This is an optimization exercise on Yosys and OpenROAD, whose aim is small area and few clock cycles, not a production implementation. At most, simulation tests tie the RTL to the original design; equivalence was not proved. For run 3, only the layout was checked, not whether the RTL still works. Power figures rest on the tool's default switching activity, not on a simulated workload.

**flow/design.v**
```verilog
package bqvc_pkg;
   localparam logic [7:0] CH_TAB     = 8'h09;
   localparam logic [7:0] CH_LF      = 8'h0A;
   localparam logic [7:0] CH_VT      = 8'h0B;
   localparam logic [7:0] CH_FF      = 8'h0C;
   localparam logic [7:0] CH_CR      = 8'h0D;
   localparam logic [7:0] CH_SPACE   = 8'h20;
   localparam logic [7:0] CH_DQUOTE  = 8'h22;
   localparam logic [7:0] CH_SQUOTE  = 8'h27;
   localparam logic [7:0] CH_LPAREN  = 8'h28;
   localparam logic [7:0] CH_RPAREN  = 8'h29;
   localparam logic [7:0] CH_STAR    = 8'h2A;
   localparam logic [7:0] CH_SLASH   = 8'h2F;
   localparam logic [7:0] CH_SEMI    = 8'h3B;
   localparam logic [7:0] CH_LBRACK  = 8'h5B;
   localparam logic [7:0] CH_BSLASH  = 8'h5C;
   localparam logic [7:0] CH_RBRACK  = 8'h5D;
   localparam logic [7:0] CH_LBRACE  = 8'h7B;
   localparam logic [7:0] CH_RBRACE  = 8'h7D;
   localparam logic [6:0] LA_NONE  = 7'd1;
   localparam logic [6:0] LA_SLASH = 7'd2;
   localparam logic [6:0] LA_LINE  = 7'd4;
   localparam logic [6:0] LA_BLOCK = 7'd8;
   localparam logic [6:0] LA_STAR  = 7'd16;
   localparam logic [6:0] LA_QUOTE = 7'd32;
   localparam logic [6:0] LA_ESC   = 7'd64;
   localparam int LB_NONE  = 0;
   localparam int LB_SLASH = 1;
   localparam int LB_LINE  = 2;
   localparam int LB_BLOCK = 3;
   localparam int LB_STAR  = 4;
   localparam int LB_QUOTE = 5;
   localparam int LB_ESC   = 6;
   localparam logic [1:0] QM_NONE   = 2'd0;
   localparam logic [1:0] QM_DOUBLE = 2'd1;
   localparam logic [1:0] QM_SINGLE = 2'd2;
endpackage
module bracket_quote_value_checker_core (
   input  logic        clock,
   input  logic        reset,
   input  logic        req_valid,
   output logic        req_ready,
   input  logic [7:0]  req_text_byte,
   input  logic        req_end_of_text,
   output logic        rsp_valid,
   input  logic        rsp_ready,
   output logic        rsp_has_byte,
   output logic [7:0]  rsp_value_byte,
   output logic        rsp_terminated,
   output logic [3:0]  rsp_error_code,
   output logic [15:0] rsp_error_pos,
   output logic [15:0] rsp_error_len,
   output logic        rsp_last_result,
   input  logic        csr_valid,
   output logic        csr_ready,
   input  logic        csr_at_mode
);
   logic        bv_ff;
   logic [7:0]  bb_ff;
   logic        be_ff;
   logic        at_mode_ff;
   logic [15:0] off_ff, off_in;
   logic [15:0] qstart_ff;
   logic [4:0]  top_ff, top_in;
   logic [1:0]  quote_ff, quote_in;
   logic [6:0]  la_ff, la_in;
   logic        qopen;
   logic [17:0] stk_ff [16];
   logic [17:0] top_ent;
   logic [1:0]  top_kind;
   logic [15:0] top_pos;
   logic        push, pop;
   logic        sh_push, sh_pop, sh_hold;
   logic [17:0] stk_in [16];
   logic [7:0]  b;
   logic        is_blank, is_open, is_close, kind_match;
   logic [1:0]  b_kind;
   logic        depth_zero, depth_full;
   logic [15:0] off_inc;
   logic        res, last;
   logic        o_has, o_term;
   logic [7:0]  o_byte;
   logic [3:0]  o_code;
   logic        sel_off, sel_q, sel_t, sel_d;
   logic [15:0] sub_x, diff;
   logic        take, consume, step;
   assign b          = bb_ff;
   assign depth_zero = top_ff[4];
   assign depth_full = (top_ff == 5'd15);
   assign off_inc    = off_ff + 16'd1;
   assign is_blank   = (b == bqvc_pkg::CH_SPACE) || (b == bqvc_pkg::CH_TAB) || (b == bqvc_pkg::CH_LF) ||
                       (b == bqvc_pkg::CH_VT) || (b == bqvc_pkg::CH_FF) || (b == bqvc_pkg::CH_CR);
   assign is_open    = (b == bqvc_pkg::CH_LPAREN) || (b == bqvc_pkg::CH_LBRACK) || (b == bqvc_pkg::CH_LBRACE);
   assign is_close   = (b == bqvc_pkg::CH_RPAREN) || (b == bqvc_pkg::CH_RBRACK) || (b == bqvc_pkg::CH_RBRACE);
   assign b_kind     = (b == bqvc_pkg::CH_LPAREN || b == bqvc_pkg::CH_RPAREN) ? 2'd0 :
                       (b == bqvc_pkg::CH_LBRACK || b == bqvc_pkg::CH_RBRACK) ? 2'd1 : 2'd2;
   assign top_ent = stk_ff[0];
   assign top_kind   = top_ent[17:16];
   assign top_pos    = top_ent[15:0];
   assign kind_match = (top_kind == b_kind);
   always_comb begin
      off_in   = off_ff;
      top_in   = top_ff;
      quote_in = quote_ff;
      la_in    = la_ff;
      qopen    = 1'b0;
      push     = 1'b0;
      pop      = 1'b0;
      res      = 1'b0;
      last     = 1'b1;
      o_has    = 1'b0;
      o_byte   = 8'd0;
      o_term   = 1'b0;
      o_code   = 4'd0;
      sel_off  = 1'b0;
      sel_q    = 1'b0;
      sel_t    = 1'b0;
      sel_d    = 1'b0;
      if (be_ff) begin
         if (la_ff[bqvc_pkg::LB_SLASH]) begin
            res    = 1'b1;
            o_has  = 1'b1;
            o_byte = bqvc_pkg::CH_SLASH;
            last   = depth_zero;
            la_in  = bqvc_pkg::LA_NONE;
         end else if (la_ff[bqvc_pkg::LB_BLOCK] || la_ff[bqvc_pkg::LB_STAR]) begin
            res    = 1'b1;
            o_code = 4'd8;
            sel_d  = 1'b1;
            last   = depth_zero;
            la_in  = bqvc_pkg::LA_NONE;
         end else if (quote_ff != bqvc_pkg::QM_NONE && !la_ff[bqvc_pkg::LB_QUOTE]) begin
            res    = 1'b1;
            o_code = 4'd7;
            sel_q  = 1'b1;
         end else if (!depth_zero) begin
            res    = 1'b1;
            o_code = 4'd4 + {2'd0, top_kind};
            sel_t  = 1'b1;
         end
         if (last) begin
            off_in   = 16'd0;
            top_in   = 5'h1f;
            quote_in = bqvc_pkg::QM_NONE;
            la_in    = bqvc_pkg::LA_NONE;
         end
      end else if (la_ff[bqvc_pkg::LB_SLASH] && (b == bqvc_pkg::CH_SLASH || b == bqvc_pkg::CH_STAR)) begin
         la_in  = (b == bqvc_pkg::CH_SLASH) ? bqvc_pkg::LA_LINE : bqvc_pkg::LA_BLOCK;
         off_in = off_inc;
      end else if (la_ff[bqvc_pkg::LB_SLASH]) begin
         res    = 1'b1;
         o_has  = 1'b1;
         o_byte = bqvc_pkg::CH_SLASH;
         last   = 1'b0;
         la_in  = bqvc_pkg::LA_NONE;
      end else if ((la_ff[bqvc_pkg::LB_LINE] && b != bqvc_pkg::CH_LF && b != bqvc_pkg::CH_CR) ||
                   la_ff[bqvc_pkg::LB_BLOCK] || la_ff[bqvc_pkg::LB_STAR]) begin
         off_in = off_inc;
         if (!la_ff[bqvc_pkg::LB_LINE]) begin
            if (b == bqvc_pkg::CH_STAR)
               la_in = bqvc_pkg::LA_STAR;
            else if (la_ff[bqvc_pkg::LB_STAR] && b == bqvc_pkg::CH_SLASH)
               la_in = bqvc_pkg::LA_NONE;
            else
               la_in = bqvc_pkg::LA_BLOCK;
         end
      end else if (la_ff[bqvc_pkg::LB_ESC] || (la_ff[bqvc_pkg::LB_QUOTE] && b == bqvc_pkg::CH_DQUOTE)) begin
         res    = 1'b1;
         o_has  = 1'b1;
         o_byte = b;
         off_in = off_inc;
         la_in  = bqvc_pkg::LA_NONE;
      end else begin
         la_in = bqvc_pkg::LA_NONE;
         if (quote_ff == bqvc_pkg::QM_NONE || la_ff[bqvc_pkg::LB_QUOTE]) begin
            quote_in = bqvc_pkg::QM_NONE;
            if (depth_zero && (is_blank || (b == bqvc_pkg::CH_RBRACK && !at_mode_ff))) begin
               res    = 1'b1;
               o_term = 1'b1;
               off_in = 16'd0;
            end else if (b == bqvc_pkg::CH_SLASH) begin
               la_in  = bqvc_pkg::LA_SLASH;
               off_in = off_inc;
            end else begin
               res    = 1'b1;
               o_has  = 1'b1;
               o_byte = b;
               off_in = off_inc;
               if (b == bqvc_pkg::CH_DQUOTE || b == bqvc_pkg::CH_SQUOTE) begin
                  quote_in = (b == bqvc_pkg::CH_DQUOTE) ? bqvc_pkg::QM_DOUBLE : bqvc_pkg::QM_SINGLE;
                  qopen    = 1'b1;
               end else if (is_open) begin
                  if (depth_full) begin
                     o_code  = 4'd9;
                     sel_off = 1'b1;
                  end else begin
                     push   = 1'b1;
                     top_in = top_ff + 5'd1;
                  end
               end else if (is_close) begin
                  if (depth_zero) begin
                     o_code  = 4'd1 + {2'd0, b_kind};
                     sel_off = 1'b1;
                  end else if (kind_match) begin
                     pop    = 1'b1;
                     top_in = top_ff - 5'd1;
                  end else begin
                     o_code  = 4'd4 + {2'd0, top_kind};
                     sel_off = 1'b1;
                  end
               end else if (b == bqvc_pkg::CH_SEMI && !depth_zero) begin
                  o_code  = 4'd4 + {2'd0, top_kind};
                  sel_off = 1'b1;
                  top_in  = 5'h1f;
               end
            end
         end else begin
            res    = 1'b1;
            o_has  = 1'b1;
            o_byte = b;
            off_in = off_inc;
            if (quote_ff == bqvc_pkg::QM_SINGLE) begin
               if (b == bqvc_pkg::CH_BSLASH)
                  la_in = bqvc_pkg::LA_ESC;
               else if (b == bqvc_pkg::CH_SQUOTE)
                  quote_in = bqvc_pkg::QM_NONE;
            end else if (b == bqvc_pkg::CH_DQUOTE) begin
               la_in = bqvc_pkg::LA_QUOTE;
            end
         end
      end
   end
   assign sub_x = sel_q ? qstart_ff : sel_t ? top_pos : 16'd2;
   assign diff  = off_ff - sub_x;
   assign rsp_valid       = bv_ff && res;
   assign rsp_has_byte    = o_has;
   assign rsp_value_byte  = o_byte;
   assign rsp_terminated  = o_term;
   assign rsp_error_code  = o_code;
   assign rsp_error_pos   = ({16{sel_off}} & off_ff) | ({16{sel_q}} & qstart_ff) |
                            ({16{sel_t}} & top_pos) | ({16{sel_d}} & diff);
   assign rsp_error_len   = (sel_q || sel_t) ? diff : {15'd0, sel_off || sel_d};
   assign rsp_last_result = last;
   assign take      = res && rsp_ready;
   assign step      = bv_ff && (!res || rsp_ready);
   assign consume   = step && last;
   assign req_ready = !bv_ff || consume;
   assign csr_ready = req_ready;
   always_ff @(posedge clock) begin
      if (reset) begin
         bv_ff      <= 1'b0;
         at_mode_ff <= 1'b0;
         off_ff     <= 16'd0;
         top_ff     <= 5'h1f;
         quote_ff   <= bqvc_pkg::QM_NONE;
         la_ff      <= bqvc_pkg::LA_NONE;
      end else begin
         if (req_ready) begin
            bv_ff <= req_valid;
         end
         if (csr_valid && csr_ready) begin
            at_mode_ff <= csr_at_mode;
         end
         if (step) begin
            off_ff   <= off_in;
            top_ff   <= top_in;
            quote_ff <= quote_in;
            la_ff    <= la_in;
         end
      end
   end
   always_ff @(posedge clock) begin
      if (req_ready) begin
         bb_ff <= req_text_byte;
         be_ff <= req_end_of_text;
      end
      if (step && qopen) begin
         qstart_ff <= off_ff;
      end
   end
   assign sh_push = step && push;
   assign sh_pop  = step && pop;
   assign sh_hold = !sh_push && !sh_pop;
   always_comb begin
      for (int i = 0; i < 16; i++) begin
         stk_in[i] = ({18{sh_hold}} & stk_ff[i]) |
                     ({18{sh_push}} & ((i == 0) ? {b_kind, off_ff} : stk_ff[(i + 15) % 16])) |
                     ({18{sh_pop}} & ((i == 15) ? 18'd0 : stk_ff[(i + 1) % 16]));
      end
   end
   always_ff @(posedge clock) begin
      for (int i = 0; i < 16; i++) begin
         stk_ff[i] <= stk_in[i];
      end
   end
endmodule
```
**flow/standard.sh**
```bash
#!/bin/bash
# synth_recipe.tcl (not shown) runs the flow's synth.tcl, then flattens the netlist and writes it again
# the make line also repeats each setting of config.mk as NAME=value (left out here)
make -C /OpenROAD-flow-scripts/flow DESIGN_CONFIG=/design/flow/config.mk WORK_HOME=/design/flow/orfs CLKGATE_MAP_FILE= SYNTH_SCRIPT=/design/flow/synth_recipe.tcl "${@:-finish}"
```
**flow/constraint.sdc**
```tcl
create_clock -name core_clock -period 6.0 [get_ports {clock}]
set_input_delay 1.2000 -clock core_clock [delete_from_list [all_inputs] [get_ports {clock}]]
set_output_delay 1.2000 -clock core_clock [all_outputs]
set_load 0.01 [all_outputs]
```
**flow/flow/run.sh**
```bash
#!/bin/bash
# The standard layout, with two changes: the port buffers are the smallest plain buffer
# (buffer_ports otherwise picks a delay cell), and clock tree synthesis adds no dummy loads.
# The make output goes to standard.log; each ORFS step keeps its own log under orfs/logs/.
set -euo pipefail
bash standard.sh \
  BUFFER_PORTS_ARGS="-buffer_cell sky130_fd_sc_hd__buf_1" \
  CTS_ARGS="-sink_clustering_enable -repair_clock_nets -sink_clustering_size 30 -sink_clustering_max_diameter 100 -dont_use_dummy_load" \
  finish > standard.log 2>&1
```
**flow/config.mk**
```make
export PLATFORM = sky130hd
export DESIGN_NAME = bracket_quote_value_checker_core
export DESIGN_NICKNAME = bracket_quote_value_checker_core
export VERILOG_FILES = /design/flow/design.v
export SDC_FILE = /design/flow/constraint.sdc
export NUM_CORES = 4
export LEC_CHECK = 0
export CAP_MARGIN = 20
export CORE_MARGIN = 2
export CORE_UTILIZATION = 75
export CTS_CLUSTER_DIAMETER = 100
export CTS_CLUSTER_SIZE = 30
export PLACE_DENSITY = 0.92
export SLEW_MARGIN = 20
```
==> results of run 1 <==
power groups by stage:
stage	sequential (mW)	combinational [mW]	clock, mW
after detailed placement	2.38	0.0905	0
final	2.33	0.0925	1.11
after floorplan	2.37	0.0749	0
after global routing	2.33	0.100	1.21
after global placement	2.38	0.0890	0
after CTS	2.33	0.0909	1.13
per-layer routing:
metal | part of all wire [%] | GRT usage (%) | vias up
met5 | 0 | 0 | -
li1 | - | - | 6175
met1 | 44 | 41.0 | 6065
met4 | 2.2 | 7.91 | 0
met3 | 5.7 | 3.41 | 62
met2 | 48 | 49.1 | 384
stage by stage:
step,cells,setup WS (ps)
after global placement,1972,1350
after CTS,1988,731
after global routing,1989,515
after floorplan,1754,1200
final,1989,722
after detailed placement,1973,1240
worst max-delay path, stage by stage, from the launching register on:
cell      delay, ps
dfxtp_1         360
o21bai_1        620
nor2_1          110
buf_4           220
a22oi_1         230
ha_1            320
o21a_1          200
o31a_1          130
o32a_1          430
a211o_1         320
a21o_1          180
xnor2_1         130
o211ai_1        170
buf_1           180
Yosys cell counts, drive strengths merged, types with 3 or more instances:
cell,n
a32o,18
nor4,7
nand4,13
nor3,17
nor2,69
nor3b,3
o21bai,3
nor4b,6
or2,7
nand2b,6
a22o,4
a211o,3
or4,3
o21a,8
nand3,15
o31a,5
buf,75
or3,6
o2111ai,3
nand2,563
clkbuf,48
a31oi,4
a21o,11
xnor2,12
xor2,16
ha,20
edfxtp,25
dfxtp,319
a211oi,6
inv,15
mux2i,4
and3,18
o21ai,30
o211ai,12
a311oi,4
a22oi,284
a2111o,3
a31o,3
nor2b,4
o22ai,3
a21oi,30
or3b,5
and2,8
final timing paths:
path	slack, ps	start	end
min	460	stk_ff[14][0]	stk_ff[14][0]
max	720	quote_ff[0]	rsp_error_pos[13]
min reg2reg	460	stk_ff[14][0]	stk_ff[14][0]
max reg2reg	1990	bb_ff[2]	stk_ff[10][6]
layout make-up:
type | count | share of cell area, %
multi-input cells | 1272 | 46.7
repair buffers | 78 | 2.66
clock buffers | 15 | 2.41
inverters | 15 | 0.361
flip-flops and latches | 344 | 45.8
well taps | 265 | 2.13
cells in the final DEF (no fill, tap or decap), types with 4 or more instances in the layout:
master / n
a22o_1: 4
or3b_2: 4
o211ai_1: 12
mux2i_1: 4
and3_1: 18
buf_1: 64
nor4_1: 4
inv_1: 14
o21a_1: 8
buf_12: 4
clkbuf_16: 15
or2_2: 6
buf_4: 9
nor2_1: 69
nand2_1: 563
nand4_1: 13
nor3_1: 16
a21oi_1: 30
xnor2_1: 12
ha_1: 20
a31oi_1: 4
nand3_1: 15
o21ai_0: 24
or3_1: 5
a21o_1: 11
o31a_1: 5
a32o_1: 18
xor2_1: 16
a22oi_1: 284
nor2b_1: 4
dfxtp_1: 319
nand2b_1: 6
nor4b_1: 6
edfxtp_1: 25
and2_1: 8
flip-flops by register name, summed over array words and instances, names as in the netlist:
signal	flops
bv_ff	1
off_ff	16
stk_ff	288
quote_ff	2
bb_ff	8
la_ff	6
top_ff	5
qstart_ff	16
be_ff	1
at_mode_ff	1
cell families (layout without fill, tap and decap cells):
logic type	after synthesis	in the layout	share of synthesized area, %
adder cells (fa/ha/maj)	21	21	1.78
AO/OA/AOI/OAI	456	456	22.6
AND/OR/NAND/NOR	761	761	21.5
buffers and inverters	138	108	4.93
multiplexers	6	6	0.413
XOR/XNOR	28	28	1.62
flip-flops	344	344	47.1
==> summary.txt, run 1 <==
- Via count of the first global-routing pass: 11400
- Drt pass-1 iters: 6
- Maximum achievable frequency: 189 MHz
- # DRC: 0
- Sequential share of power: 65.9%
- Total number of H-tree levels: 1
- Max Clock Skew: 43.0 ps
- Synth Net Count: 1790
- Worst Hold Margin: 458 ps
- Final hold viol count: 0
- Largest area contributor in the netlist: dfxtp_1
- Crit. End Element: primary output
- Final total negative setup slack: 0 ps
- Internal power summed over all cells: 2.80 mW
- Unrepaired setup endpoints after global routing: no
- Total inserted antenna cells: 0
- Critical-path maximum fanout: 16
- Worst hold-check path type: reg2reg
- Post-Route WL: 32600 um
- Final setup violation count: 0
- Vert. Die Dim: 146 um
- Synthesized cell area: 15200 um2
- Max capacitance violation total: 0
- Number of hold buffers added after cts: 0
- Hold Crit Depth: 2
- Kind of start point of the critical path: flop
- Clock Latency Late Sink: 500 ps
- Utilization after layout: 79.3%
- Mean area per synthesized cell: 8.64 um2
- Static leakage: 6.61 nW
- Instance area at placement: 15200 um2
- Crit Path Class: reg2out
- GRT Util Overall: 29.4%
- Dominant synthesized flop cell: dfxtp_1
- Cell count after synthesis: 1754
- Gates resized, CTS repair: 0
- Maximum number of buffers from clock root to sink: 3
- Count of buffers inserted at the top-level ports: 64
- Fraction of power spent switching nets: 20.8%
- Crit path required time: 4800 ps
- IO Pins: 65
- Post-route fraction of the period consumed by the critical path: 88.0%
- Leading post-synthesis cells by cell area: dfxtp_1, a22oi_1, nand2_1, edfxtp_1, nor2_1
- Buffer count from post-CTS setup fixing: 0
- Via/cell ratio: 6.38
- Count of flip-flops with a built-in enable after synthesis: 25
- Starting Density: 77.1%
- Multi-input logic area: 7270 um2
- TritonCTS Sinks: 344
- Crit path DAT: 4080 ps
- Power per unit of standard cell area: 227 nW/um2
- Largest voltage drop on the vdd net: 0.227 mV
- Vias: 12700
- FF/Latch Area: 7140 um2
- Design area: 15600 um2
- Layout cells sized above 1: 3.71%
- R2R depth: 9
- Clock buffers created by TritonCTS: 15
- Combinational group share of total power: 2.6%
- Root Driver: clkbuf_16
- Status: no timing/DRC/antenna violations
- Part of the Yosys area used for sequential elements: 47.1%
- Yosys warning count: 3
- Initial antenna violation count: 0
- Clock network fraction of total power: 31.5%
- RD Place Congestion: 0.958
- Final routed wire length divided by cell count: 16.4 um
- # fillers: 1380
- Die extent in x: 146 um
- Total power of the final layout: 3.54 mW
- Share of synthesized flip-flops with an asynchronous set or reset: 0%
- TritonCTS clock tree: done
- Number of distinct library cell variants in the gate-level netlist after synthesis: 84
- Area growth syn-to-layout: 2.89%
- GRT overflow: 0
- Hpwl dp: 20800 um
- Fin. max-slew vios: 0
- Largest net degree at the start of global routing: 289
- Number of nets with antenna violations after detailed routing: 0
- Final period demand of the worst path: 5280 ps
- Portion of synthesized cell area occupied by the leading cell type: 42.2%
- Clock transition at the registers of the reported paths: 100 ps
- Net switching power: 737 uW
- Die outline area: 21400 um2
- First-pass GRT wire length: 54700 um
- Number of placement rows: 51
- Worst relative slew slack: 25.4%
- Net total in the final layout: 1762
- Area of the core: 19700 um2
- Measured slew at the worst slew-check pin: 1120 ps
- Number of DRC markers in iteration 0: 1207
- Number of register bits inferred by synthesis: 344
Testbench counts, summed over its fixed seeds: cycles 43,956.
==> inputs of run 2 (changes only) <==
--- a/flow/config.mk
+++ b/flow/config.mk
@@ -7,8 +7,8 @@
 export LEC_CHECK = 0
 export CAP_MARGIN = 20
 export CORE_MARGIN = 2
-export CORE_UTILIZATION = 75
+export CORE_UTILIZATION = 65
 export CTS_CLUSTER_DIAMETER = 100
 export CTS_CLUSTER_SIZE = 30
-export PLACE_DENSITY = 0.92
+export PLACE_DENSITY = 0.85
 export SLEW_MARGIN = 20
==> summary.txt, run 2 <==
- Status: no timing/DRC/antenna violations
- Placed instance count: 2022 (+2.5%)
- Most frequent cell after synthesis: nand2_1
- Synth Net Count: 1790 (unchanged)
- Hold Path Origin: stk_ff[14][3]
- Net total in the final layout: 1763 (+0.057%)
- Total number of H-tree levels: 1 (unchanged)
- Gates resized, CTS repair: 0 (unchanged)
- Final setup violation count: 0 (unchanged)
- Total inserted antenna cells: 0 (unchanged)
- Max Clock Skew: 21.1 ps (-21.8 ps)
- Starting Density: 66.5% (-11 points)
- Layout cells sized above 1: 3.77% (+0.056 points)
- Number of hold buffers added after cts: 0 (unchanged)
- Mean area per synthesized cell: 8.64 um2 (unchanged)
- Count of flip-flops with a built-in enable after synthesis: 25 (unchanged)
- Final total negative setup slack: 0 ps (unchanged)
- Final routed wire length divided by cell count: 16.1 um (-1.9%)
- Root Driver: clkbuf_16
- Crit path required time: 4800 ps (about the same)
- Maximum achievable frequency: 187 MHz (-1.4%)
- First-pass GRT wire length: 54200 um (-0.81%)
- TritonCTS clock tree: done
- Vias: 12400 (-2.0%)
- Top post-synthesis cells by count: nand2_1, dfxtp_1, a22oi_1
- Cell count after synthesis: 1754 (unchanged)
- Largest voltage drop on the vdd net: 0.166 mV (-27%)
- Clock transition at the registers of the reported paths: 100 ps (about the same)
- Worst hold-check path type: reg2reg
- Yosys warning count: 3 (unchanged)
- Total power of the final layout: 3.53 mW (about the same)
- Commonest non-fill, non-tap cell in the layout: nand2_1
- Worst slack, placed: 1170 ps (-64.5 ps)
- Via/cell ratio: 6.10 (-4.3%)
- Hold Crit Depth: 2 (unchanged)
- Part of the Yosys area used for sequential elements: 47.1% (unchanged)
- Drt pass-1 iters: 6 (unchanged)
- IO Pins: 65 (unchanged)
- Post-route fraction of the period consumed by the critical path: 89.2% (+1.2 points)
- RD Place Congestion: 0.906 (-5.4%)
- Number of nets with antenna violations after detailed routing: 0 (unchanged)
- Crit. End Element: primary output
- Fin cells: 2038 (+2.5%)
- Count of buffers inserted at the top-level ports: 64 (unchanged)
- TritonCTS Sinks: 344 (unchanged)
- GRT overflow: 0 (unchanged)
- GRT Util Overall: 26.0% (-3.4 points)
- Final setup slack of the worst path: 648 ps (-74.5 ps)
- Die extent in x: 157 um (+7.2%)
- Max capacitance violation total: 0 (unchanged)
- Registers with the most flip-flops: stk_ff: 288 flops, off_ff: 16 flops, qstart_ff: 16 flops
- R2r startpoint: bb_ff[2]
- Maximum number of buffers from clock root to sink: 3 (unchanged)
- Share of synthesized flip-flops with an asynchronous set or reset: 0% (unchanged)
- Buffer count from post-CTS setup fixing: 0 (unchanged)
- Die outline area: 24500 um2 (+15%)
- Portion of synthesized cell area occupied by the leading cell type: 42.2% (unchanged)
- Number of register bits inferred by synthesis: 344 (unchanged)
- Initial antenna violation count: 0 (unchanged)
- Vert. Die Dim: 157 um (+7.2%)
- Final hold viol count: 0 (unchanged)
- Synthesized cell area: 15200 um2 (unchanged)
- Number of distinct library cell variants in the gate-level netlist after synthesis: 84 (unchanged)
- Static leakage: 6.61 nW (about the same)
- Crit Path Class: reg2out
- Design area: 15700 um2 (+0.39%)
- Crit path DAT: 4150 ps (+70 ps)
- Critical-path maximum fanout: 13 (-3)
- Internal reg-to-reg setup slack: 1820 ps (-170 ps)
- # fillers: 1833 (+33%)
- Unrepaired setup endpoints after global routing: no
- Largest area contributor in the netlist: dfxtp_1
- Hpwl dp: 21000 um (+0.77%)
- Instance area at placement: 15200 um2 (+0.36%)
- Post-Route WL: 32700 um (+0.49%)
- Leading post-synthesis cells by cell area: dfxtp_1, a22oi_1, nand2_1, edfxtp_1, nor2_1
- Register ranked first by flip-flop count: stk_ff
- Power per unit of standard cell area: 226 nW/um2 (-0.44%)
- R2R depth: 9 (unchanged)
- Final period demand of the worst path: 5350 ps (+74.5 ps)
- # DRC: 0 (unchanged)
- Crit path launch: be_ff
- Number of placement rows: 55 (+7.8%)
- Area of the core: 22800 um2 (+16%)
- Measured slew at the worst slew-check pin: 1160 ps (+40.9 ps)
- Via count of the first global-routing pass: 11100 (-2.8%)
- Dominant synthesized flop cell: dfxtp_1
- Clock buffers created by TritonCTS: 15 (unchanged)
- Flip-flop count of the largest register after layout: 288 (unchanged)
- Worst relative slew slack: 22.8% (-2.6 points)
- Kind of start point of the critical path: flop
- Area growth syn-to-layout: 3.30%
- Clock Latency Late Sink: 500 ps (about the same)
- Most frequent cells in the layout: nand2_1, dfxtp_1, a22oi_1
- Fin. max-slew vios: 0 (unchanged)
- Number of DRC markers in iteration 0: 1191 (-1.3%)
- Largest net degree at the start of global routing: 289 (unchanged)
[run 2: cell counts after synthesis]
No cell type changed its count.
[run 2: layer usage]
layer  global-route usage, %  wire length (um)
met5                       0                 0
met3                    2.24              1240
met4                    6.25               619
met1                    38.0             15700
met2                    41.9             15200
[run 2: critical path, cell delays in order, from the launching register on]
cell and delay (ps):
edfxtp_1 600, nor4b_1 520, nand3_1 140, o22a_1 260
inv_1 70, ha_1 220, nor2b_1 140, o31a_1 290
o32a_1 450, a211o_1 320, a21o_1 190, xnor2_1 140
o211ai_1 180, buf_1 170
[run 2: kinds of logic after synthesis]
family	Yosys count	synth area share [%]
DFF	344	47.1
buffers and inverters	138	4.93
AOI/OAI and AO/OA	456	22.6
muxes	6	0.413
adders and majority gates	21	1.78
xor gates and xnor gates	28	1.62
and+or+nand+nor	761	21.5
[run 2: area by class of cell]
class / count / area (um2) / share of cell area [%]
Tap cell: 313 / 392 / 2.50
Timing Repair Buffer: 79 / 410 / 2.62
Inverter: 15 / 56.3 / 0.360
Multi-Input combinational cell: 1272 / 7280 / 46.5
Clock buffer: 15 / 375 / 2.40
Sequential cell: 344 / 7140 / 45.6
[run 2: per-stage QoR]
| stage | hold WS [ps] | utilization [%] |
|---|---|---|
| floorplan | 430 | - |
| detailed placement | 447 | 66.9 |
| global placement | 439 | 66.9 |
| global route | 471 | 68.7 |
| finish | 459 | 68.7 |
| CTS | 461 | 68.6 |
[run 2: path summary, 6_finish.rpt]
kind,to
worst max-delay path,rsp_error_pos[13]
worst max register to register,stk_ff[3][7]
worst min-delay path,stk_ff[14][3]
worst min register to register,stk_ff[14][3]
[run 2: power by group]
part	internal (mW)	total (mW)	switching (mW)
sequential	2.31	2.33	0.0180
clock	0.454	1.11	0.657
combinational	0.0324	0.0920	0.0595
==> inputs of run 3 (changes only) <==
--- a/flow/design.v
+++ b/flow/design.v
@@ -230,15 +230,14 @@
          end
       end
    end
-   assign sub_x = sel_q ? qstart_ff : sel_t ? top_pos : 16'd2;
+   assign sub_x = sel_q ? qstart_ff : sel_t ? top_pos : {14'd0, sel_d, 1'b0};
    assign diff  = off_ff - sub_x;
    assign rsp_valid       = bv_ff && res;
    assign rsp_has_byte    = o_has;
    assign rsp_value_byte  = o_byte;
    assign rsp_terminated  = o_term;
    assign rsp_error_code  = o_code;
-   assign rsp_error_pos   = ({16{sel_off}} & off_ff) | ({16{sel_q}} & qstart_ff) |
-                            ({16{sel_t}} & top_pos) | ({16{sel_d}} & diff);
+   assign rsp_error_pos   = (sel_q || sel_t) ? sub_x : ({16{sel_off || sel_d}} & diff);
    assign rsp_error_len   = (sel_q || sel_t) ? diff : {15'd0, sel_off || sel_d};
    assign rsp_last_result = last;
    assign take      = res && rsp_ready;
==> summary.txt, run 3 <==
- Die extent in x: 157 um (+0.46%)
- Portion of synthesized cell area occupied by the leading cell type: 41.8% (-0.39 points)
- Most frequent cell after synthesis: dfxtp_1
- Die outline area: 24800 um2 (+0.92%)
- Area growth syn-to-layout: 3.51%
- Via count of the first global-routing pass: 10700 (-3.7%)
- Number of placement rows: 56 (+1.8%)
- Final hold viol count: 0 (unchanged)
- Commonest non-fill, non-tap cell in the layout: dfxtp_1
- Power per unit of standard cell area: 222 nW/um2 (-1.5%)
- Number of distinct library cell variants in the gate-level netlist after synthesis: 72 (-14%)
- Total number of H-tree levels: 1 (unchanged)
- Mean area per synthesized cell: 10.2 um2 (+18%)
- Hold Crit Depth: 2 (unchanged)
- Count of flip-flops with a built-in enable after synthesis: 25 (unchanged)
- Top post-synthesis cells by count: dfxtp_1, a21o_1, a22o_1
- Maximum number of buffers from clock root to sink: 3 (unchanged)
- IO Pins: 65 (unchanged)
- Crit path required time: 4800 ps (about the same)
- Starting Density: 65.7% (-0.77 points)
- Registers with the most flip-flops: stk_ff: 288 flops, off_ff: 16 flops, qstart_ff: 16 flops
- Largest area contributor in the netlist: dfxtp_1
- Initial antenna violation count: 0 (unchanged)
- Multi-input logic area: 7410 um2 (+1.8%)
- Cell count after synthesis: 1505 (-14%)
- Count of buffers inserted at the top-level ports: 64 (unchanged)
- Met2 track demand over resource in global routing: 42.6% (+0.74 points)
- TritonCTS clock tree: done
- Clock buffers created by TritonCTS: 15 (unchanged)
- Synthesized cell area: 15300 um2 (+0.94%)
- Drt pass-1 iters: 5 (-1)
- # DRC: 0 (unchanged)
- Post-route fraction of the period consumed by the critical path: 92.8% (+3.6 points)
- Most frequent cells in the layout: dfxtp_1, a21o_1, a22o_1
- Hpwl dp: 19800 um (-5.6%)
- GRT overflow: 0 (unchanged)
- Total inserted antenna cells: 0 (unchanged)
- Post-Route WL: 31200 um (-4.7%)
- Dominant synthesized flop cell: dfxtp_1
- Part of the Yosys area used for sequential elements: 46.7% (-0.44 points)
- Static leakage: 8.02 nW (+21%)
- Largest net degree at the start of global routing: 271 (-6.2%)
- Number of nets with antenna violations after detailed routing: 0 (unchanged)
- Placed instance count: 1781 (-12%)
- Fin. max-slew vios: 0 (unchanged)
- Maximum achievable frequency: 180 MHz (-3.9%)
- Worst relative slew slack: 28.6% (+5.7 points)
- Vias: 11600 (-6.7%)
- Number of hold buffers added after cts: 0 (unchanged)
- Yosys warning count: 3 (unchanged)
- R2R depth: 8 (-1)
- RD Place Congestion: 0.903 (-0.36%)
- R2r startpoint: bb_ff[0]
- Met1 capacity usage during global routing: 32.7% (-5.3 points)
- Clock transition at the registers of the reported paths: 100 ps (about the same)
- Critical-path maximum fanout: 16 (+3)
- Leading post-synthesis cells by cell area: dfxtp_1, a22o_1, a21o_1, edfxtp_1, nand2_1
- Final period demand of the worst path: 5570 ps (+217 ps)
- Number of register bits inferred by synthesis: 344 (unchanged)
- Worst Hold Margin: 457 ps (-1.49 ps)
- Final total negative setup slack: 0 ps (unchanged)
- First-pass GRT wire length: 50900 um (-6.2%)
- Crit Path Class: reg2out
- Register ranked first by flip-flop count: stk_ff
- TritonCTS Sinks: 344 (unchanged)
- GRT Util Overall: 24.2% (-1.8 points)
- FF/Latch Area: 7140 um2 (unchanged)
- Clock Latency Late Sink: 510 ps (about the same)
- Crit path DAT: 4370 ps (+220 ps)
- Crit. End Element: primary output
- Utilization after layout: 68.1% (-0.66 points)
- Buffer count from post-CTS setup fixing: 0 (unchanged)
- Via/cell ratio: 6.46 (+5.8%)
- Most heavily used metal layer in global routing: met2
- Unrepaired setup endpoints after global routing: no
- Max capacitance violation total: 0 (unchanged)
- Vert. Die Dim: 157 um (+0.46%)
- Max Clock Skew: 28.7 ps (+7.58 ps)
- Worst hold-check path type: reg2reg
- Fraction of met3 tracks used by global routing: 2.78% (+0.54 points)
- Synth Net Count: 1541 (-14%)
- Net total in the final layout: 1516 (-14%)
- Status: no timing/DRC/antenna violations
- Gates resized, CTS repair: 0 (unchanged)
- Root Driver: clkbuf_16
- Layout cells sized above 1: 3.72% (-0.047 points)
- Final routed wire length divided by cell count: 17.3 um (+8.0%)
- # fillers: 1882 (+2.7%)
- Crit path launch: be_ff
- Flip-flop count of the largest register after layout: 288 (unchanged)
- Hold Path Origin: stk_ff[15][1]
- Measured slew at the worst slew-check pin: 1070 ps (-85.8 ps)
- Number of DRC markers in iteration 0: 878 (-26%)
- Largest voltage drop on the vdd net: 0.222 mV (+34%)
- Kind of start point of the critical path: flop
- Area of the core: 23300 um2 (+2.1%)
- Fin cells: 1797 (-12%)
- Final setup violation count: 0 (unchanged)
- Share of synthesized flip-flops with an asynchronous set or reset: 0% (unchanged)
[run 3: stage by stage]
step | instance area (um2) | worst slack (ps) | total power [mW]
floorplan | 15300 | 1280 | 2.43
global placement | 15400 | 1080 | 2.46
detailed placement | 15400 | 974 | 2.46
CTS | 15800 | 435 | 3.56
global route | 15800 | 128 | 3.64
finish | 15800 | 431 | 3.52
[run 3: logic make-up after synthesis]
family / synth area share (%)
AND/OR/NAND/NOR: 8.53
multiplexers: 0.524
buffers and inverters: 5.04
flip-flops: 46.7
adder cells (fa/ha/maj): 1.77
AO/OA/AOI/OAI: 35.8
XOR/XNOR: 1.72
[run 3: final timing paths]
| path | end | slack [ps] |
|---|---|---|
| worst max-delay path | rsp_error_pos[14] | 430 |
| worst min register to register | stk_ff[15][1] | 460 |
| worst min-delay path | stk_ff[15][1] | 460 |
| worst max register to register | stk_ff[8][15] | 1960 |
[run 3: routing by layer]
layer,up-vias,share of wire [%]
met5,-,0
met4,0,1.3
met3,29,3.1
met2,210,50
met1,5731,46
li1,5632,-
[run 3: area by class of cell]
type	instances	share of cell area [%]
inverters	20	0.474
repair buffers	80	2.72
flip-flops and latches	344	45.1
multi-input cells	1019	46.8
well taps	319	2.52
clock buffers	15	2.37
[run 3: power breakdown]
part           internal (mW)  total (mW)  switching (mW)
combinational         0.0289      0.0783          0.0494
clock                  0.454        1.11           0.658
sequential              2.31        2.33          0.0170
[run 3: critical path, stage by stage, from the launching register on]
cell,delay (ps)
edfxtp_1,630
nor4b_1,290
buf_4,190
and3_1,160
buf_4,210
a22o_1,190
ha_1,160
inv_1,60
fa_1,430
a211oi_1,230
o21ai_0,130
and2_1,200
a221o_1,340
a31oi_1,220
xor2_1,200
o21ai_0,120
buf_1,140
==> inputs of run 4 (changes only) <==
--- a/flow/design.v
+++ b/flow/design.v
@@ -230,14 +230,15 @@
          end
       end
    end
-   assign sub_x = sel_q ? qstart_ff : sel_t ? top_pos : {14'd0, sel_d, 1'b0};
+   assign sub_x = sel_q ? qstart_ff : sel_t ? top_pos : 16'd2;
    assign diff  = off_ff - sub_x;
    assign rsp_valid       = bv_ff && res;
    assign rsp_has_byte    = o_has;
    assign rsp_value_byte  = o_byte;
    assign rsp_terminated  = o_term;
    assign rsp_error_code  = o_code;
-   assign rsp_error_pos   = (sel_q || sel_t) ? sub_x : ({16{sel_off || sel_d}} & diff);
+   assign rsp_error_pos   = ({16{sel_off}} & off_ff) | ({16{sel_q}} & qstart_ff) |
+                            ({16{sel_t}} & top_pos) | ({16{sel_d}} & diff);
    assign rsp_error_len   = (sel_q || sel_t) ? diff : {15'd0, sel_off || sel_d};
    assign rsp_last_result = last;
    assign take      = res && rsp_ready;
--- a/flow/flow/run.sh
+++ b/flow/flow/run.sh
@@ -5,5 +5,5 @@
 set -euo pipefail
 bash standard.sh \
   BUFFER_PORTS_ARGS="-buffer_cell sky130_fd_sc_hd__buf_1" \
-  CTS_ARGS="-sink_clustering_enable -repair_clock_nets -sink_clustering_size 30 -sink_clustering_max_diameter 100 -dont_use_dummy_load" \
+  CTS_ARGS="-sink_clustering_enable -repair_clock_nets -sink_clustering_size 20 -sink_clustering_max_diameter 60 -dont_use_dummy_load -buf_list sky130_fd_sc_hd__clkbuf_8" \
   finish > standard.log 2>&1
==> summary.txt, run 4 <==
- Synth Net Count: 1790 (+16%)
- Worst relative slew slack: 23.1% (-5.5 points)
- Most frequent cell after synthesis: nand2_1
- TritonCTS clock tree: done
- Count of flip-flops with a built-in enable after synthesis: 25 (unchanged)
- Area of the core: 22800 um2 (-2.1%)
- Flip-flop count of the largest register after layout: 288 (unchanged)
- Crit path launch: be_ff
- # fillers: 1839 (-2.3%)
- Multi-input logic area: 7280 um2 (-1.8%)
- Final setup violation count: 0 (unchanged)
- Post-Route WL: 32700 um (+5.0%)
- Clock Latency Late Sink: 570 ps (+60 ps)
- Cell count after synthesis: 1754 (+17%)
- Initial antenna violation count: 0 (unchanged)
- Number of distinct library cell variants in the gate-level netlist after synthesis: 84 (+17%)
- Number of placement rows: 55 (-1.8%)
- Crit Path Class: reg2out
- Worst Hold Margin: 455 ps (-2.58 ps)
- Clock buffers created by TritonCTS: 24 (+9)
- R2R depth: 9 (+1)
- Leading post-synthesis cells by cell area: dfxtp_1, a22oi_1, nand2_1, edfxtp_1, nor2_1
- Final total negative setup slack: 0 ps (unchanged)
- Post-route fraction of the period consumed by the critical path: 90.8% (-2.0 points)
- Critical-path top delay cell: edfxtp_1
- Clock transition at the registers of the reported paths: 110 ps (about the same)
- Utilization after layout: 68.5% (+0.46 points)
- Internal reg-to-reg setup slack: 1820 ps (-140 ps)
- Vert. Die Dim: 157 um (-0.46%)
- Largest area contributor in the netlist: dfxtp_1
- Share of cell area taken by muxes after synthesis: 0.413% (-0.11 points)
- Max Clock Skew: 73.2 ps (+44.5 ps)
- Register ranked first by flip-flop count: stk_ff
- Maximum number of buffers from clock root to sink: 3 (unchanged)
- Count of buffers inserted at the top-level ports: 64 (unchanged)
- # DRC: 0 (unchanged)
- Largest net degree at the start of global routing: 289 (+6.6%)
- Total power of the final layout: 3.45 mW (-2.1%)
- Critical-path maximum fanout: 13 (-3)
- Via count of the first global-routing pass: 11100 (+3.7%)
- Fin. max-slew vios: 0 (unchanged)
- Post-Synth Adder-Cell Area: 1.78% (+0.017 points)
- Instance area at placement: 15200 um2 (-1.2%)
- Net total in the final layout: 1772 (+17%)
- Total number of H-tree levels: 1 (unchanged)
- Final period demand of the worst path: 5450 ps (-120 ps)
- Root Driver: clkbuf_8
- Registers with the most flip-flops: stk_ff: 288 flops, off_ff: 16 flops, qstart_ff: 16 flops
- Fin cells: 2047 (+14%)
- Worst hold-check path type: reg2reg
- Kind of start point of the critical path: flop
- Sequence of cells on the critical path: nor4b_1 -> nand3_1 -> o22a_1 -> inv_1 -> ha_1 -> nor2b_1 -> o31a_1 -> o32a_1 -> a211o_1 -> a21o_1 -> xnor2_1 -> o211ai_1 -> buf_1
- Design area: 15600 um2 (-1.4%)
- Drt pass-1 iters: 5 (unchanged)
- Starting Density: 66.5% (+0.77 points)
- R2r startpoint: bb_ff[2]
- Max capacitance violation total: 0 (unchanged)
- Combinational family with the most area after synthesis: compound AO/OA/AOI/OAI gates
- Area fraction in compound gates after synthesis: 22.6% (-13 points)
- Static leakage: 6.60 nW (-18%)
- Hold Crit Endpoint: stk_ff[14][7]
- Hold Path Origin: stk_ff[15][7]
- Synthesized cell area: 15200 um2 (-0.93%)
- Commonest non-fill, non-tap cell in the layout: nand2_1
- Total inserted antenna cells: 0 (unchanged)
- Number of hold buffers added after cts: 0 (unchanged)
- Final setup slack of the worst path: 551 ps (+120 ps)
- Reg-to-Reg End: stk_ff[1][5]
- Top post-synthesis cells by count: nand2_1, dfxtp_1, a22oi_1
- First-pass GRT wire length: 54000 um (+6.1%)
- Part of the Yosys area used for sequential elements: 47.1% (+0.44 points)
- Die outline area: 24500 um2 (-0.91%)
- Layout cells sized above 1: 4.27% (+0.55 points)
- Most frequent cells in the layout: nand2_1, dfxtp_1, a22oi_1
- Mean area per synthesized cell: 8.64 um2 (-15%)
- CP peak stage delay: 590 ps (-40 ps)
- Power per unit of standard cell area: 221 nW/um2 (-0.64%)
- Crit. End Element: primary output
- Number of DRC markers in iteration 0: 1178 (+34%)
- Crit path required time: 4800 ps (about the same)
- Vias: 12500 (+7.9%)
- Via/cell ratio: 6.11 (-5.3%)
- Portion of synthesized cell area occupied by the leading cell type: 42.2% (+0.39 points)
- GRT overflow: 0 (unchanged)
- Placed instance count: 2022 (+14%)
- Final routed wire length divided by cell count: 16.0 um (-7.8%)
- FF/Latch Area: 7140 um2 (unchanged)
- Number of register bits inferred by synthesis: 344 (unchanged)
- Share of synthesized flip-flops with an asynchronous set or reset: 0% (unchanged)
- Gates resized, CTS repair: 0 (unchanged)
- TritonCTS Sinks: 344 (unchanged)
- Hpwl dp: 21000 um (+5.9%)
- RD Place Congestion: 0.906 (+0.37%)
- Area growth syn-to-layout: 3.00%
- Unrepaired setup endpoints after global routing: no
- Dominant synthesized flop cell: dfxtp_1
- Status: no timing/DRC/antenna violations
- Largest voltage drop on the vdd net: 0.170 mV (-24%)
- Worst slack, placed: 1170 ps (+197 ps)
- Number of nets with antenna violations after detailed routing: 0 (unchanged)
- Final hold viol count: 0 (unchanged)
- Post-synthesis share of cell area spent on xor and xnor gates: 1.62% (-0.099 points)
- IO Pins: 65 (unchanged)
- GRT Util Overall: 25.8% (+1.6 points)
- Yosys warning count: 3 (unchanged)
- Measured slew at the worst slew-check pin: 1150 ps (+82.3 ps)
- Maximum achievable frequency: 184 MHz (+2.2%)
- Die extent in x: 157 um (-0.46%)
- Crit path DAT: 4250 ps (-120 ps)
- Fraction of the mapped netlist area in simple logic gates: 21.5% (+13 points)
- Buffer count from post-CTS setup fixing: 0 (unchanged)
- Hold Crit Depth: 2 (unchanged)
[run 4: logic make-up after synthesis]
logic type	count (synthesis)
XOR/XNOR	28
AO/OA/AOI/OAI	456
multiplexers	6
buffers and inverters	138
AND/OR/NAND/NOR	761
adder cells (fa/ha/maj)	21
flip-flops	344
[run 4: worst max path at each step]
stage                                    to  slack, ps  cells after the start
after global placement    rsp_error_pos[13]       1290                     13
after floorplan           rsp_error_pos[13]       1200                     14
after global routing      rsp_error_pos[13]        390                     13
after detailed placement  rsp_error_pos[13]       1170                     13
final                     rsp_error_pos[13]        550                     13
after CTS                 rsp_error_pos[13]        610                     13
[run 4: cell type report]
class | count | share of cell area, %
clock buffer | 24 | 2.12
inverter | 15 | 0.361
multi-input combinational | 1272 | 46.6
sequential | 344 | 45.7
tap | 313 | 2.51
timing repair buffer | 79 | 2.63
[run 4: critical path, delay by kind of cell (launching register included)]
kind | cells | cell delay, ps
xor gates and xnor gates | 1 | 140
DFF | 1 | 590
adders and majority gates | 1 | 220
buffers and inverters | 2 | 240
AOI/OAI and AO/OA | 6 | 1690
and+or+nand+nor | 3 | 880
[run 4: metal layers]
metal / vias up / track usage (%) / share of wire [%]
met5: - / 0 / 0
met2: 309 / 41.2 / 46
li1: 6203 / - / -
met3: 47 / 2.82 / 4.6
met4: 0 / 6.64 / 1.8
met1: 5955 / 37.5 / 47
[run 4: report_power, final]
group | switching [mW] | total (mW) | internal (mW)
sequential | 0.0181 | 2.33 | 2.31
clock | 0.664 | 1.02 | 0.360
combinational | 0.0600 | 0.0925 | 0.0324
Testbench counts of run 4, summed over its fixed seeds: cycles 43,956.
==> inputs of run 5 (changes only) <==
--- a/flow/flow/run.sh
+++ b/flow/flow/run.sh
@@ -5,5 +5,5 @@
 set -euo pipefail
 bash standard.sh \
   BUFFER_PORTS_ARGS="-buffer_cell sky130_fd_sc_hd__buf_1" \
-  CTS_ARGS="-sink_clustering_enable -repair_clock_nets -sink_clustering_size 20 -sink_clustering_max_diameter 60 -dont_use_dummy_load -buf_list sky130_fd_sc_hd__clkbuf_8" \
+  CTS_ARGS="-sink_clustering_enable -repair_clock_nets -sink_clustering_size 12 -sink_clustering_max_diameter 40 -dont_use_dummy_load -buf_list sky130_fd_sc_hd__clkbuf_4" \
   finish > standard.log 2>&1
==> summary.txt, run 5 <==
- Largest voltage drop on the vdd net: 0.146 mV (-14%)
- Final setup violation count: 0 (unchanged)
- Share of synthesized flip-flops with an asynchronous set or reset: 0% (unchanged)
- Post-Route WL: 32600 um (-0.31%)
- # DRC: 0 (unchanged)
- Critical-path top delay cell: edfxtp_1
- Vert. Die Dim: 157 um (unchanged)
- Dominant synthesized flop cell: dfxtp_1
- Hold Crit Endpoint: stk_ff[14][9]
- Number of DRC markers in iteration 0: 1182 (+0.34%)
- FF/Latch Area: 7140 um2 (unchanged)
- Placed instance count: 2022 (unchanged)
- Crit Path Class: reg2out
- Most frequent cells in the layout: nand2_1, dfxtp_1, a22oi_1
- Kind of start point of the critical path: flop
- Yosys warning count: 3 (unchanged)
- Crit path launch: be_ff
- Hold Path Origin: stk_ff[15][9]
- Cell count after synthesis: 1754 (unchanged)
- Number of distinct library cell variants in the gate-level netlist after synthesis: 84 (unchanged)
- Instance area at placement: 15200 um2 (unchanged)
- Part of the Yosys area used for sequential elements: 47.1% (unchanged)
- Registers with the most flip-flops: stk_ff: 288 flops, off_ff: 16 flops, qstart_ff: 16 flops
- Fin cells: 2064 (+0.83%)
- Fin. max-slew vios: 0 (unchanged)
- Post-route fraction of the period consumed by the critical path: 91.6% (+0.79 points)
- Utilization after layout: 68.4% (-0.12 points)
- Number of placement rows: 55 (unchanged)
- Vias: 12600 (+0.41%)
- Leading post-synthesis cells by cell area: dfxtp_1, a22oi_1, nand2_1, edfxtp_1, nor2_1
- Top post-synthesis cells by count: nand2_1, dfxtp_1, a22oi_1
- Unrepaired setup endpoints after global routing: no
- TritonCTS clock tree: done
- Synth Net Count: 1790 (unchanged)
- Buffer count from post-CTS setup fixing: 0 (unchanged)
- Design area: 15600 um2 (-0.18%)
- Total power of the final layout: 3.42 mW (-0.75%)
- Area of the core: 22800 um2 (unchanged)
- Via count of the first global-routing pass: 11300 (+1.3%)
- Final hold viol count: 0 (unchanged)
- Die extent in x: 157 um (unchanged)
- R2r startpoint: bb_ff[2]
- Final period demand of the worst path: 5500 ps (+47.6 ps)
- Area growth syn-to-layout: 2.82%
- Drt pass-1 iters: 6 (+1)
- Gates resized, CTS repair: 0 (unchanged)
- GRT Util Overall: 26.2% (+0.41 points)
- Number of register bits inferred by synthesis: 344 (unchanged)
- Commonest non-fill, non-tap cell in the layout: nand2_1
- Final setup slack of the worst path: 503 ps (-47.6 ps)
- Hpwl dp: 21000 um (unchanged)
- TritonCTS Sinks: 344 (unchanged)
- Flip-flop count of the largest register after layout: 288 (unchanged)
- Via/cell ratio: 6.09 (-0.42%)
- Clock transition at the registers of the reported paths: 110 ps (about the same)
- Maximum achievable frequency: 182 MHz (-0.87%)
- Static leakage: 6.61 nW (+0.17%)
- Worst hold-check path type: reg2reg
- Largest area contributor in the netlist: dfxtp_1
- Portion of synthesized cell area occupied by the leading cell type: 42.2% (unchanged)
- # fillers: 1856 (+0.92%)
- Reg-to-Reg End: stk_ff[6][14]
- GRT overflow: 0 (unchanged)
- Hold Crit Depth: 2 (unchanged)
- Starting Density: 66.5% (unchanged)
- Most frequent cell after synthesis: nand2_1
- Status: no timing/DRC/antenna violations
- Final total negative setup slack: 0 ps (unchanged)
- Max Clock Skew: 72.9 ps (-0.315 ps)
- Worst slack, placed: 1170 ps (unchanged)
- Worst relative slew slack: 24.8% (+1.7 points)
- First-pass GRT wire length: 54300 um (+0.63%)
- CP peak stage delay: 570 ps (-20 ps)
- Crit path required time: 4800 ps (about the same)
- RD Place Congestion: 0.906 (unchanged)
- Multi-input logic area: 7280 um2 (unchanged)
- Count of flip-flops with a built-in enable after synthesis: 25 (unchanged)
- Mean area per synthesized cell: 8.64 um2 (unchanged)
- Worst Hold Margin: 444 ps (-11.2 ps)
- Root Driver: clkbuf_4
- Measured slew at the worst slew-check pin: 1130 ps (-25.3 ps)
- Critical-path maximum fanout: 13 (unchanged)
- Synthesized cell area: 15200 um2 (unchanged)
- IO Pins: 65 (unchanged)
- Total number of H-tree levels: 2 (+1)
- Power per unit of standard cell area: 220 nW/um2 (-0.57%)
- R2R depth: 9 (unchanged)
- Initial antenna violation count: 1 (+1)
- Clock buffers created by TritonCTS: 40 (+67%)
- Count of buffers inserted at the top-level ports: 64 (unchanged)
- Sequence of cells on the critical path: nor4b_1 -> nand3_1 -> o22a_1 -> inv_1 -> ha_1 -> nor2b_1 -> o31a_1 -> o32a_1 -> a211o_1 -> a21o_1 -> xnor2_1 -> o211ai_1 -> buf_1
- Crit path DAT: 4300 ps (+50 ps)
- Crit. End Element: primary output
- Clock Latency Late Sink: 690 ps (+120 ps)
- Largest net degree at the start of global routing: 289 (unchanged)
- Layout cells sized above 1: 5.14% (+0.88 points)
- Maximum number of buffers from clock root to sink: 3 (unchanged)
- Final routed wire length divided by cell count: 15.8 um (-1.1%)
- Number of nets with antenna violations after detailed routing: 0 (unchanged)
- Register ranked first by flip-flop count: stk_ff
- Net total in the final layout: 1788 (+0.90%)
- Number of hold buffers added after cts: 0 (unchanged)
- Internal reg-to-reg setup slack: 1910 ps (+90 ps)
- Die outline area: 24500 um2 (unchanged)
- Max capacitance violation total: 0 (unchanged)
-- run 5: how the worst max path moves through the flow --
stage                        end  slack [ps]  cells after the start
2_1_floorplan  rsp_error_pos[13]        1200                     14
3_3_place_gp   rsp_error_pos[13]        1290                     13
3_5_place_dp   rsp_error_pos[13]        1170                     13
4_1_cts        rsp_error_pos[13]         500                     13
5_1_grt        rsp_error_pos[13]         230                     13
6_report       rsp_error_pos[13]         500                     13
-- run 5: layer usage --
| metal | up-vias | routed length (um) | track usage (%) |
|---|---|---|---|
| met5 | - | 0 | 0 |
| met4 | 0 | 797 | 8.65 |
| met3 | 66 | 1390 | 3.54 |
| met2 | 285 | 14900 | 41.3 |
| met1 | 5958 | 15500 | 37.4 |
| li1 | 6256 | - | - |
-- run 5: layout make-up --
class                           count  share of cell area, %
Clock buffer                       40                   1.93
Multi-Input combinational cell   1272                   46.7
Tap cell                          313                   2.51
Sequential cell                   344                   45.8
Timing Repair Buffer               79                   2.63
Inverter                           15                  0.361
Antenna cell                        1                 0.0161
-- run 5: report_power, final --
part / switching, mW / internal [mW]
Sequential: 0.0179 / 2.31
Combinational: 0.0596 / 0.0324
Clock: 0.691 / 0.308
-- run 5: logic make-up (layout without fill, tap and decap cells) --
group                    count (synthesis)  count (layout)  share of synthesized area (%)
AO/OA/AOI/OAI                          456             456                           22.6
XOR/XNOR                                28              28                           1.62
adder cells (fa/ha/maj)                 21              21                           1.78
buffers and inverters                  138             134                           4.93
flip-flops                             344             344                           47.1
multiplexers                             6               6                          0.413
other                                    0               1                              0
AND/OR/NAND/NOR                        761             761                           21.5
-- run 5: worst max-delay path: cells and delay by family, from the launching register on --
kind	cells	cell delay, ps
buffers and inverters	2	240
and+or+nand+nor	3	820
AOI/OAI and AO/OA	6	1690
xor gates and xnor gates	1	140
adders and majority gates	1	220
DFF	1	570
==> inputs of run 6 (changes only) <==
==> flow/flow/run.sh (replaced) <==
#!/bin/bash
# The standard layout, with three changes:
#  - synthesis maps the logic with an area-oriented ABC script (flow/abc_map.script) in
#    place of ORFS's abc_speed.script; everything else in synthesis, and every register,
#    is as in the standard synthesis (the scripts folder is an unchanged copy otherwise);
#  - the port buffers are the smallest plain buffer (buffer_ports otherwise picks a delay cell);
#  - clock tree synthesis adds no dummy loads and uses clkbuf_4 for small sink clusters.
# The make output goes to standard.log; each ORFS step keeps its own log under orfs/logs/.
set -euo pipefail
rm -rf scripts_abc
cp -r "$FLOW_HOME/scripts" scripts_abc
cp flow/abc_map.script scripts_abc/abc_speed.script
bash standard.sh \
  SCRIPTS_DIR="$PWD/scripts_abc" \
  BUFFER_PORTS_ARGS="-buffer_cell sky130_fd_sc_hd__buf_1" \
  CTS_ARGS="-sink_clustering_enable -repair_clock_nets -sink_clustering_size 12 -sink_clustering_max_diameter 40 -dont_use_dummy_load -buf_list sky130_fd_sc_hd__clkbuf_4" \
  finish > standard.log 2>&1
==> flow/flow/abc_map.script (new file) <==
&get -n
&st
&dch
&nf -a
&st
&syn2
&synch2
&nf -a
&st
&dch
&nf -a
&put
topo
stime -c
==> summary.txt, run 6 <==
- Status: no timing/DRC/antenna violations
- Final setup slack of the worst path: 76.7 ps (-427 ps)
- Count of buffers inserted at the top-level ports: 64 (unchanged)
- Mean area per synthesized cell: 8.75 um2 (+1.2%)
- First-pass GRT wire length: 50300 um (-7.4%)
- Vias: 11900 (-5.5%)
- Share of cell area taken by muxes after synthesis: 0.0817% (-0.33 points)
- Dominant synthesized flop cell: dfxtp_1
- Clock transition at the registers of the reported paths: 120 ps (about the same)
- Maximum achievable frequency: 169 MHz (-7.2%)
- Clock Latency Late Sink: 690 ps (about the same)
- Crit path DAT: 4720 ps (+420 ps)
- Total number of H-tree levels: 2 (unchanged)
- Count of flip-flops with a built-in enable after synthesis: 25 (unchanged)
- Worst slack, placed: 289 ps (-882 ps)
- Crit path required time: 4800 ps (about the same)
- Hpwl dp: 19400 um (-7.8%)
- Part of the Yosys area used for sequential elements: 51.8% (+4.7 points)
- Initial antenna violation count: 1 (unchanged)
- Worst relative slew slack: 19.1% (-5.7 points)
- Root Driver: clkbuf_4
- Sequence of cells on the critical path: nor3_4 -> nand2_1 -> or3_1 -> o22a_1 -> inv_2 -> ha_4 -> nor2b_4 -> o21ai_2 -> nand2b_1 -> a21o_1 -> a21o_1 -> a21o_1 -> a21o_1 -> a21oi_2 -> o21bai_1 -> a21o_1 -> a21o_1 -> a221o_1 -> a21oi_2 -> xnor2_2 -> o21ai_1 -> buf_2
- Crit Path Class: reg2out
- GRT Util Overall: 26.6% (+0.42 points)
- Fin cells: 1992 (-3.5%)
- Largest area contributor in the netlist: dfxtp_1
- Number of placement rows: 53 (-3.6%)
- Post-Route WL: 30500 um (-6.7%)
- Leading post-synthesis cells by cell area: dfxtp_1, nand2_1, a22oi_1, edfxtp_1, ha_1
- Static leakage: 6.57 nW (-0.58%)
- Most frequent cells in the layout: nand2_1, dfxtp_1, a22oi_1
- Net total in the final layout: 1754 (-1.9%)
- Area growth syn-to-layout: 10.1%
- Final hold viol count: 0 (unchanged)
- Power per unit of standard cell area: 237 nW/um2 (+8.0%)
- Combinational family with the most area after synthesis: compound AO/OA/AOI/OAI gates
- Crit. End Element: primary output
- Post-route fraction of the period consumed by the critical path: 98.7% (+7.1 points)
- Fraction of the mapped netlist area in simple logic gates: 21.6% (+0.038 points)
- Sum of buffers and inverters on the critical path: 2 (unchanged)
- Stages on the worst setup path: 22 (+9)
- Max capacitance violation total: 0 (unchanged)
- # DRC: 0 (unchanged)
- CP peak stage delay: 380 ps (-190 ps)
- Fin. max-slew vios: 0 (unchanged)
- Die outline area: 22400 um2 (-8.8%)
- Final routed wire length divided by cell count: 15.3 um (-3.3%)
- Area fraction in compound gates after synthesis: 22.5% (-0.088 points)
- Maximum number of buffers from clock root to sink: 3 (unchanged)
- GRT overflow: 0 (unchanged)
- Yosys warning count: 3 (unchanged)
- Number of distinct library cell variants in the gate-level netlist after synthesis: 49 (-42%)
- Starting Density: 66.0% (-0.53 points)
- Most frequent cell after synthesis: nand2_1
- Number of DRC markers in iteration 0: 963 (-19%)
- Worst Hold Margin: 441 ps (-2.95 ps)
- Kind of start point of the critical path: flop
- Largest voltage drop on the vdd net: 0.186 mV (+28%)
- Via/cell ratio: 5.96 (-2.0%)
- Cell count after synthesis: 1576 (-10%)
- Number of nets with antenna violations after detailed routing: 0 (unchanged)
- Final period demand of the worst path: 5920 ps (+427 ps)
- Critical-path maximum fanout: 3 (-10)
- Largest delay contributor family on the critical path: compound AO/OA/AOI/OAI gates
- Final setup violation count: 0 (unchanged)
- RD Place Congestion: 0.930 (+2.6%)
- Top post-synthesis cells by count: nand2_1, dfxtp_1, a22oi_1
- Measured slew at the worst slew-check pin: 1210 ps (+85.3 ps)
- Post-Synth Adder-Cell Area: 1.96% (+0.18 points)
- Synth Net Count: 1612 (-9.9%)
- Drt pass-1 iters: 5 (-1)
- Internal reg-to-reg setup slack: 1530 ps (-380 ps)
- Synthesized cell area: 13800 um2 (-9.0%)
- Share of synthesized flip-flops with an asynchronous set or reset: 0% (unchanged)
- TritonCTS clock tree: done
- IO Pins: 65 (unchanged)
- Register ranked first by flip-flop count: stk_ff
- Flip-flop count of the largest register after layout: 288 (unchanged)
- Critical-path top delay cell: or3_1
- Largest net degree at the start of global routing: 271 (-6.2%)
- Max Clock Skew: 106 ps (+33.4 ps)
- Registers with the most flip-flops: stk_ff: 288 flops, off_ff: 16 flops, qstart_ff: 16 flops
- Portion of synthesized cell area occupied by the leading cell type: 46.3% (+4.2 points)
- Post-synthesis share of cell area spent on xor and xnor gates: 1.59% (-0.030 points)
- Vert. Die Dim: 150 um (-4.5%)
- Commonest non-fill, non-tap cell in the layout: nand2_1
- Number of hold buffers added after cts: 0 (unchanged)
- Worst hold-check path type: reg2reg
- Placed instance count: 1940 (-4.1%)
- Layout cells sized above 1: 6.24% (+1.1 points)
- Hold Crit Depth: 2 (unchanged)
- Number of register bits inferred by synthesis: 344 (unchanged)
- Library cell appearing most often on the critical path: a21o_1
- R2R depth: 11 (+2)
- Via count of the first global-routing pass: 10800 (-3.8%)
- Clock buffers created by TritonCTS: 42 (+5.0%)
- TritonCTS Sinks: 344 (unchanged)
- Die extent in x: 150 um (-4.5%)
- Unrepaired setup endpoints after global routing: yes
- Area of the core: 20900 um2 (-8.3%)
==> run 6: cells by family (layout without fill, tap and decap cells) <==
logic type	count (synthesis)	in the layout
simple gates	740	740
compound gates	428	428
flops	344	344
xor+xnor	25	25
fa+ha+maj	21	21
buf+inv	17	157
mux	1	1
other cells	0	1
==> run 6: per-layer routing <==
layer / track usage [%] / wire length [um] / vias up / part of all wire [%]
li1: - / - / 5975 / -
met1: 36.0 / 13600 / 5583 / 45
met2: 43.0 / 14400 / 251 / 47
met3: 3.99 / 1450 / 70 / 4.8
met4: 10.9 / 1000 / 0 / 3.3
met5: 0 / 0 / - / 0
==> run 6: final cells by class <==
type | instances | area [um2]
fill | 1638 | 5720
clock buffer | 42 | 315
timing repair buffer | 99 | 566
sequential | 344 | 7140
inverter | 16 | 60.1
multi-input combinational | 1215 | 6740
tap | 275 | 344
antenna | 1 | 2.50
==> run 6: through the flow <==
step	TNS [ps]	util [%]	power, mW	cell area [um2]
final	0	72.6	3.60	15200
after global routing	-348	72.6	3.75	15200
after detailed placement	0	70.2	2.61	14700
after floorplan	-5757110	-	2.53	13800
after CTS	0	72.0	3.61	15000
after global placement	0	70.2	2.60	14700
==> run 6: worst paths after layout <==
kind                       end     startpoint
min              stk_ff[14][5]  stk_ff[15][5]
max          rsp_error_pos[15]       la_ff[3]
max reg2reg       stk_ff[0][9]       bb_ff[4]
min reg2reg      stk_ff[14][5]  stk_ff[15][5]
==> run 6: timing repair <==
action,in CTS,in global routing
setup buffers,3,6
resized for setup,12,26
setup endpoints to repair,7,6
pin swaps,5,33
==> run 6: worst min-delay path: cells and delay by family (launching register included) <==
kind	cells	cell delay, ps
AOI/OAI and AO/OA	1	60
DFF	1	330
and+or+nand+nor	1	60
==> run 6: power breakdown <==
part / leakage (nW) / switching [mW] / total (mW) / internal, mW
logic: 3.54 / 0.148 / 0.244 / 0.0957
clock network: 0.193 / 0.695 / 1.02 / 0.322
registers: 2.84 / 0.0188 / 2.34 / 2.32
total: 6.57 / 0.862 / 3.60 / 2.74

## static timing again, ports no longer ideal
How much do the figures lean on ideal ports? The routed layouts below were timed once more, with nothing changed but the port constraints. Step 1: set_driving_cell puts a clkbuf_16 on clock and a buf_2 on each other input, an assumption about the parent block. Step 2, shift: input delay + t, output delay - t, t = (earliest + latest rising clock arrival at the registers) / 2. This alone moves slack from input paths to output paths. Slacks: ideal ports / drivers / drivers and shift; pairs: ideal ports / drivers.
run | t (ns) | setup WS [ns] | hold WS [ns] | slew at the worst register clock pin (ns) | pins driven straight from the clock port
run 1 | 0.530 | 0.722 / 0.676 / 1.205 | 0.458 / 0.458 / 0.458 | 0.11 / 0.11 | 1
run 2 | 0.534 | 0.648 / 0.599 / 1.133 | 0.459 / 0.459 / 0.459 | 0.11 / 0.11 | 1
run 3 | 0.534 | 0.431 / 0.388 / 0.922 | 0.457 / 0.457 / 0.457 | 0.11 / 0.11 | 1
run 4 | 0.583 | 0.551 / 0.507 / 1.089 | 0.455 / 0.455 / 0.455 | 0.12 / 0.12 | 1
run 5 | 0.700 | 0.503 / 0.457 / 1.157 | 0.444 / 0.444 / 0.444 | 0.12 / 0.12 | 1
run 6 | 0.676 | 0.077 / 0.034 / 0.710 | 0.441 / 0.441 / 0.441 | 0.12 / 0.12 | 1
After both steps setup and hold are still met in every run listed.
